This is an optimization exercise on Yosys and OpenROAD, whose aim is small area, not a production implementation.
Function was checked by simulation only, so behaviour that the tests miss may differ from the original.
No activity file was given, so power comes from the tool's default toggle rates.

## flow/config.mk

```make
export PLATFORM = sky130hd
export DESIGN_NAME = gpr_file
export DESIGN_NICKNAME = gpr_file
export VERILOG_FILES = /design/flow/design.v
export SDC_FILE = /design/flow/constraint.sdc
export NUM_CORES = 4
export LEC_CHECK = 0
export CAP_MARGIN = 20
export CORE_MARGIN = 2
export CORE_UTILIZATION = 25
export PLACE_DENSITY = 0.45
export SETUP_SLACK_MARGIN = 0.3
export SLEW_MARGIN = 20
```

## flow/constraint.sdc

```tcl
create_clock -name core_clock -period 6.0 [get_ports {clock}]
set_input_delay 1.2000 -clock core_clock [delete_from_list [all_inputs] [get_ports {clock}]]
set_output_delay 1.2000 -clock core_clock [all_outputs]
set_load 0.01 [all_outputs]
```

## flow/design.v

```verilog
package gpr_pkg;
  localparam int XLEN = 64;
  localparam int NREG = 32;
  typedef logic [$clog2(NREG)-1:0] reg_idx_t;
  typedef enum logic [1:0] {IDLE, EXEC, RESP} dbg_state_e;
endpackage
module gpr_dbg_ctrl
(
  input  logic            clock,
  input  logic            reset,
  input  logic            dbg_req_valid,
  output logic            dbg_req_ready,
  input  logic            dbg_req_write,
  input  logic [4:0]      dbg_req_addr,
  input  logic [gpr_pkg::XLEN-1:0] dbg_req_wdata,
  output logic            dbg_resp_valid,
  input  logic            dbg_resp_ready,
  output logic [gpr_pkg::XLEN-1:0] dbg_resp_data,
  input  logic            wen,
  input  logic [gpr_pkg::XLEN-1:0] rd_data,
  output logic [4:0]      acc_addr,
  output logic            acc_we,
  output logic [gpr_pkg::XLEN-1:0] acc_wdata
);
  gpr_pkg::dbg_state_e      state_q, state_d;
  logic            write_q, write_d;
  logic [4:0]      addr_q, addr_d;
  logic [gpr_pkg::XLEN-1:0] wdata_q, wdata_d, resp_q, resp_d;
  always_comb begin
    state_d = state_q;
    write_d = write_q;
    addr_d  = addr_q;
    wdata_d = wdata_q;
    resp_d  = resp_q;
    acc_we  = 1'b0;
    case (state_q)
      gpr_pkg::IDLE: if (dbg_req_valid) begin
        state_d = gpr_pkg::EXEC;
        write_d = dbg_req_write;
        addr_d  = dbg_req_addr;
        wdata_d = dbg_req_wdata;
      end
      gpr_pkg::EXEC: if (!wen) begin
        state_d = gpr_pkg::RESP;
        acc_we  = write_q && addr_q != '0;
        resp_d  = addr_q == '0 ? '0 : write_q ? wdata_q : rd_data;
      end
      gpr_pkg::RESP: if (dbg_resp_ready) state_d = gpr_pkg::IDLE;
      default: state_d = gpr_pkg::IDLE;
    endcase
  end
  always_ff @(posedge clock or posedge reset) begin
    if (reset) begin
      state_q <= gpr_pkg::IDLE;
      write_q <= 1'b0;
      addr_q  <= '0;
      wdata_q <= '0;
      resp_q  <= '0;
    end else begin
      state_q <= state_d;
      write_q <= write_d;
      addr_q  <= addr_d;
      wdata_q <= wdata_d;
      resp_q  <= resp_d;
    end
  end
  assign dbg_req_ready  = state_q == gpr_pkg::IDLE;
  assign dbg_resp_valid = state_q == gpr_pkg::RESP;
  assign dbg_resp_data  = resp_q;
  assign acc_addr       = addr_q;
  assign acc_wdata      = wdata_q;
endmodule
module gpr_file
(
  input  logic                 clock,
  input  logic                 reset,
  input  logic [4:0]           rs1_addr,
  output logic [gpr_pkg::XLEN-1:0]      rs1_data,
  input  logic [4:0]           rs2_addr,
  output logic [gpr_pkg::XLEN-1:0]      rs2_data,
  input  logic                 wen,
  input  logic [4:0]           waddr,
  input  logic [gpr_pkg::XLEN-1:0]      wdata,
  input  logic                 dbg_req_valid,
  output logic                 dbg_req_ready,
  input  logic                 dbg_req_write,
  input  logic [4:0]           dbg_req_addr,
  input  logic [gpr_pkg::XLEN-1:0]      dbg_req_wdata,
  output logic                 dbg_resp_valid,
  input  logic                 dbg_resp_ready,
  output logic [gpr_pkg::XLEN-1:0]      dbg_resp_data
);
  logic [gpr_pkg::NREG-1:0][gpr_pkg::XLEN-1:0] regs_q, regs_d;
  logic [4:0]                acc_addr;
  logic                      acc_we;
  logic [gpr_pkg::XLEN-1:0]           acc_wdata;
  gpr_dbg_ctrl u_dbg (
    .clock          (clock),
    .reset          (reset),
    .dbg_req_valid  (dbg_req_valid),
    .dbg_req_ready  (dbg_req_ready),
    .dbg_req_write  (dbg_req_write),
    .dbg_req_addr   (dbg_req_addr),
    .dbg_req_wdata  (dbg_req_wdata),
    .dbg_resp_valid (dbg_resp_valid),
    .dbg_resp_ready (dbg_resp_ready),
    .dbg_resp_data  (dbg_resp_data),
    .wen            (wen),
    .rd_data        (regs_q[acc_addr]),
    .acc_addr       (acc_addr),
    .acc_we         (acc_we),
    .acc_wdata      (acc_wdata)
  );
  always_comb begin
    regs_d = regs_q;
    if (wen && waddr != '0) regs_d[waddr] = wdata;
    else if (acc_we) regs_d[acc_addr] = acc_wdata;
  end
  always_ff @(posedge clock or posedge reset) begin
    if (reset) regs_q <= '0;
    else regs_q <= regs_d;
  end
  always_comb begin
    rs1_data = rs1_addr == '0 ? '0 : (wen && waddr == rs1_addr) ? wdata : regs_q[rs1_addr];
    rs2_data = rs2_addr == '0 ? '0 : (wen && waddr == rs2_addr) ? wdata : regs_q[rs2_addr];
  end
endmodule
```

## flow/run.sh

```bash
#!/bin/bash
# synth_recipe.tcl (not shown) runs the flow's synth.tcl, then flattens the netlist and writes it again
# the make line also repeats each setting of config.mk as NAME=value (left out here)
make -C /OpenROAD-flow-scripts/flow DESIGN_CONFIG=/design/flow/config.mk WORK_HOME=/design/flow/orfs CLKGATE_MAP_FILE= SYNTH_SCRIPT=/design/flow/synth_recipe.tcl finish
```

==> results.yml <==
synth:
  synth_top_area_share_pct: 39.18
  synth-edff-count: 0
  syn_nets: 13306
  synthCells: 13148
  synth_area_per_cell_sq_um: 10.61
  ys_types: 71
  post-synth-top-count-cell: "nor2_1"
  synthTopCellsByArea: "dfrtp_1, mux4_2, nor2_1"
  synth_warnings: 2
  synth_area_sq_um: 139500
  ys_top_cells_by_count: "nor2_1, dfrtp_1, mux4_2"
  ys_ff_latch: 2184
  synth.largest_area_cell: "dfrtp_1"
  async_reset_ff_share_pct: 100.0
  synth_ff_type: "dfrtp_1"
  seq_area_frac_synth_pct: 39.18
worst_setup_path:
  startpoint: "rs2_addr[0]"
  worst-r2r-cell-count: 12
  crit_path_end_kind: "output port"
  endpoint: "rs2_data[2]"
  reg2reg_from: "u_dbg.addr_q[1]$_DFFE_PP0P_"
  crit_type: "input port to output port"
  critical_path_required_ns: 4.80
  r2r-end: "regs_q[105]$_DFFE_PP0P_"
  cp_max_fo: 18
  critPathLaunchType: "input port"
  r2r_slack_ns: 1.04
  crit_arrival_ns: 4.58
min_path:
  min_path_cells: 0
  hp-class: "register to register"
  min_from: "regs_q[40]$_DFFE_PP0P_"
final_layout:
  fin_nets: 13029
  fill_cells: 56814
  syn_to_final_growth_pct: 18.25
  fin_area_sq_um: 165000
  multiInputGateArea_sq_um: 78270
  utilization_pct: 29.65
  final_layout_size_suffix_gt1_share_pct: 22.65
  regArea_sq_um: 54670
  finalNonFillerCells: 20622
status:
  outcome: "no timing/DRC/antenna violations"
clock_network:
  cts_buffers: 283
  cts.clk_slew.worst_paths_ns: 0.06
  cts-root-buf: "clkbuf_16"
  clk_path_buf_depth: 4
  clk_latency_ns: 1.08
  htree_levels: 5
  cts_tree: "done"
  clkSinkCount: 2184
timing:
  finalSetupViolCount: 0
  drv_slew: 0
  holdWs_ns: 0.4134
  fin_crit_ns: 5.779
  tns_ns: 0
  min_period_over_period_pct: 96.32
  max_slew_margin_pct: 11.00
  hold_viol: 0
  fmaxAchievable_mhz: 173.0
  fin_skew_ns: 0.08563
  rsz0062_at_grt: "true"
  tightest_slew_ns: 1.335
grt:
  grt_pass1_wl_mm: 1211
  overflow: 0
  grt_max_degree: 126
  grt_use_total_pct: 31.07
  grt_pass1_vias: 128393
  antenna_found_initial: 102
power_and_ir_drop:
  switching_share_pct: 40.26
  leakagePower_nw: 66.57
  clockPowerShare_pct: 22.7
  switchingPower_w: 0.03261
  seqPwrFrac_pct: 35.9
  irDropWorstVdd_mv: 0.3806
  pwr-share-comb_pct: 41.4
  power_density_nw_per_um2: 491.0
  p_int_w: 0.04839
placement:
  place_area_sq_um: 155000
  dp_cells: 20033
  hpwl_mm: 532.6
  gp_congestion: 0.9220
  io_buffers: 347
route:
  drt_iter0_drc: 24174
  wl_per_cell_um: 44.09
  vias_per_cell: 6.703
  antenna_left: 0
  drc: 0
  first_pass_iters: 7
  vias: 138228
  wl_mm: 909.2
floorplan:
  initial_core_util_pct: 25.07
  core-area_sq_um: 556400
  rows: 274
  die_y_um: 751.0
  dieWidth_um: 751.0
  die_area_sq_um: 564000
  io_pins: 348
flow_run:
  drv_cap: 0
-- state kept, by name, summed over array words and instances, names as in the netlist --
register       count
u_dbg.resp_q      64
u_dbg.addr_q       5
u_dbg.wdata_q     64
regs_q          2048
u_dbg.write_q      1
u_dbg.state_q      2
-- power by group through the flow --
stage,clock (W),combinational [W],sequential [W]
6_report,0.0184,0.0336,0.0291
4_1_cts,0.0183,0.0330,0.0285
5_1_grt,0.0189,0.0352,0.0297
2_1_floorplan,0,0.0236,0.0259
3_5_place_dp,0,0.0328,0.0286
3_3_place_gp,0,0.0326,0.0285
-- timing repair --
action / in CTS / in global routing
resized for setup: 28 / 7
buffers inserted: 2 / 3
pin swaps: 2 / 0
setup endpoints to repair: 20 / 41
hold buffers: 0 / 0
-- worst min path at each step --
stage | slack [ns] | to
final | 0.41 | regs_q[40]$_DFFE_PP0P_
after global routing | 0.43 | regs_q[28]$_DFFE_PP0P_
after CTS | 0.41 | regs_q[41]$_DFFE_PP0P_
after detailed placement | 0.40 | regs_q[38]$_DFFE_PP0P_
after global placement | 0.40 | regs_q[41]$_DFFE_PP0P_
after floorplan | 0.45 | regs_q[14]$_DFFE_PP0P_
-- layout by cell type (no fill, tap or decap), drive strengths merged, types with 51 or more instances in the layout --
| cell | netlist | final |
|---|---|---|
| o22ai | 1185 | 1185 |
| a21oi | 154 | 154 |
| nor2 | 3056 | 3056 |
| o21ai | 191 | 191 |
| a221o | 899 | 899 |
| dfrtp | 2184 | 2184 |
| a22oi | 339 | 339 |
| mux2 | 118 | 118 |
| nor2b | 86 | 86 |
| mux2i | 536 | 536 |
| clkinv | 2 | 51 |
| o211ai | 100 | 100 |
| a211oi | 156 | 156 |
| clkdlybuf4s50 | 0 | 336 |
| nand2 | 547 | 547 |
| nor3 | 122 | 122 |
| or3 | 69 | 69 |
| clkbuf | 911 | 414 |
| diode | 0 | 86 |
| buf | 852 | 864 |
| mux4 | 1343 | 1343 |
-- layer usage --
metal / routed length, um / GRT usage [%] / share of wire [%] / vias to the layer above
met3: 125000 / 12.26 / 14 / 3333
met1: 334500 / 38.81 / 37 / 71698
met4: 77500 / 22.72 / 8.5 / 40
li1: - / - / - / 49932
met5: 416 / 0.5810 / 0.046 / -
met2: 371800 / 43.17 / 41 / 13225
-- kinds of logic (layout without fill, tap and decap cells) --
logic type / after synthesis / count (layout) / synth area share, %
AND/OR/NAND/NOR: 3979 / 3979 / 11.35
AO/OA/AOI/OAI: 3188 / 3188 / 17.35
flip-flops: 2184 / 2184 / 39.18
multiplexers: 1997 / 1997 / 26.48
buffers and inverters: 1781 / 1717 / 5.517
XOR/XNOR: 15 / 15 / 0.09417
adder cells (fa/ha/maj): 4 / 4 / 0.03588
other: 0 / 86 / 0
-- per-stage QoR --
step | worst slack (ns) | power, W
floorplan | -25.54 | 0.04949
global placement | -0.3671 | 0.06110
detailed placement | -0.3080 | 0.06146
CTS | 0.2119 | 0.07975
global route | 0.2385 | 0.08378
finish | 0.2208 | 0.08101
-- worst max-delay path, stage by stage --
cell,delay (ns)
buf_8,0.29
buf_12,0.28
buf_12,0.23
mux4_2,0.51
a22oi_1,0.24
nand2_1,0.15
a2111oi_2,0.63
buf_4,0.21
nor3_2,0.06
buf_4,0.16
clkdlybuf4s50_1,0.46
-- area by class of cell --
type | count | area share, %
Multi-Input combinational cell | 9183 | 47.45
Sequential cell | 2184 | 33.14
Clock inverter | 84 | 0.7092
Tap cell | 7452 | 5.652
Timing Repair Buffer | 1201 | 7.805
Antenna cell | 86 | 0.1305
Clock buffer | 414 | 5.063
Inverter | 18 | 0.05082

-- afterwards: timing with drivers on the ports --
No port has a modelled driver above. Below, the same layout with a new extraction and two added sets of constraints.
Step 1 (the two cells are an assumption about what drives the block):
set clk [get_ports {clock}]
set_driving_cell -lib_cell sky130_fd_sc_hd__clkbuf_16 $clk
set_driving_cell -lib_cell sky130_fd_sc_hd__buf_2 [delete_from_list [all_inputs] $clk]
Step 2 adds t to the input delays and takes it off the output delays; t is the mean of the earliest and latest rising clock arrival at the registers after step 1. Input paths then give back, and output paths get back, about the clock's delay inside the block.
Three values: ideal, step 1, step 2; two values: the first two.
t (ns): 1.142
setup WS [ns]: 0.221 / -0.088 / -0.167
clock arrival spread, ns: 0.092 / 0.091
worst data-port slew with drivers (ns): 0.36
pins driven straight from the clock port: 1
Met with ideal ports but missed after step 2: setup timing in this run. For this run, drivers alone change the setup slack by -0.309 ns; drivers and shift together by -0.388 ns.
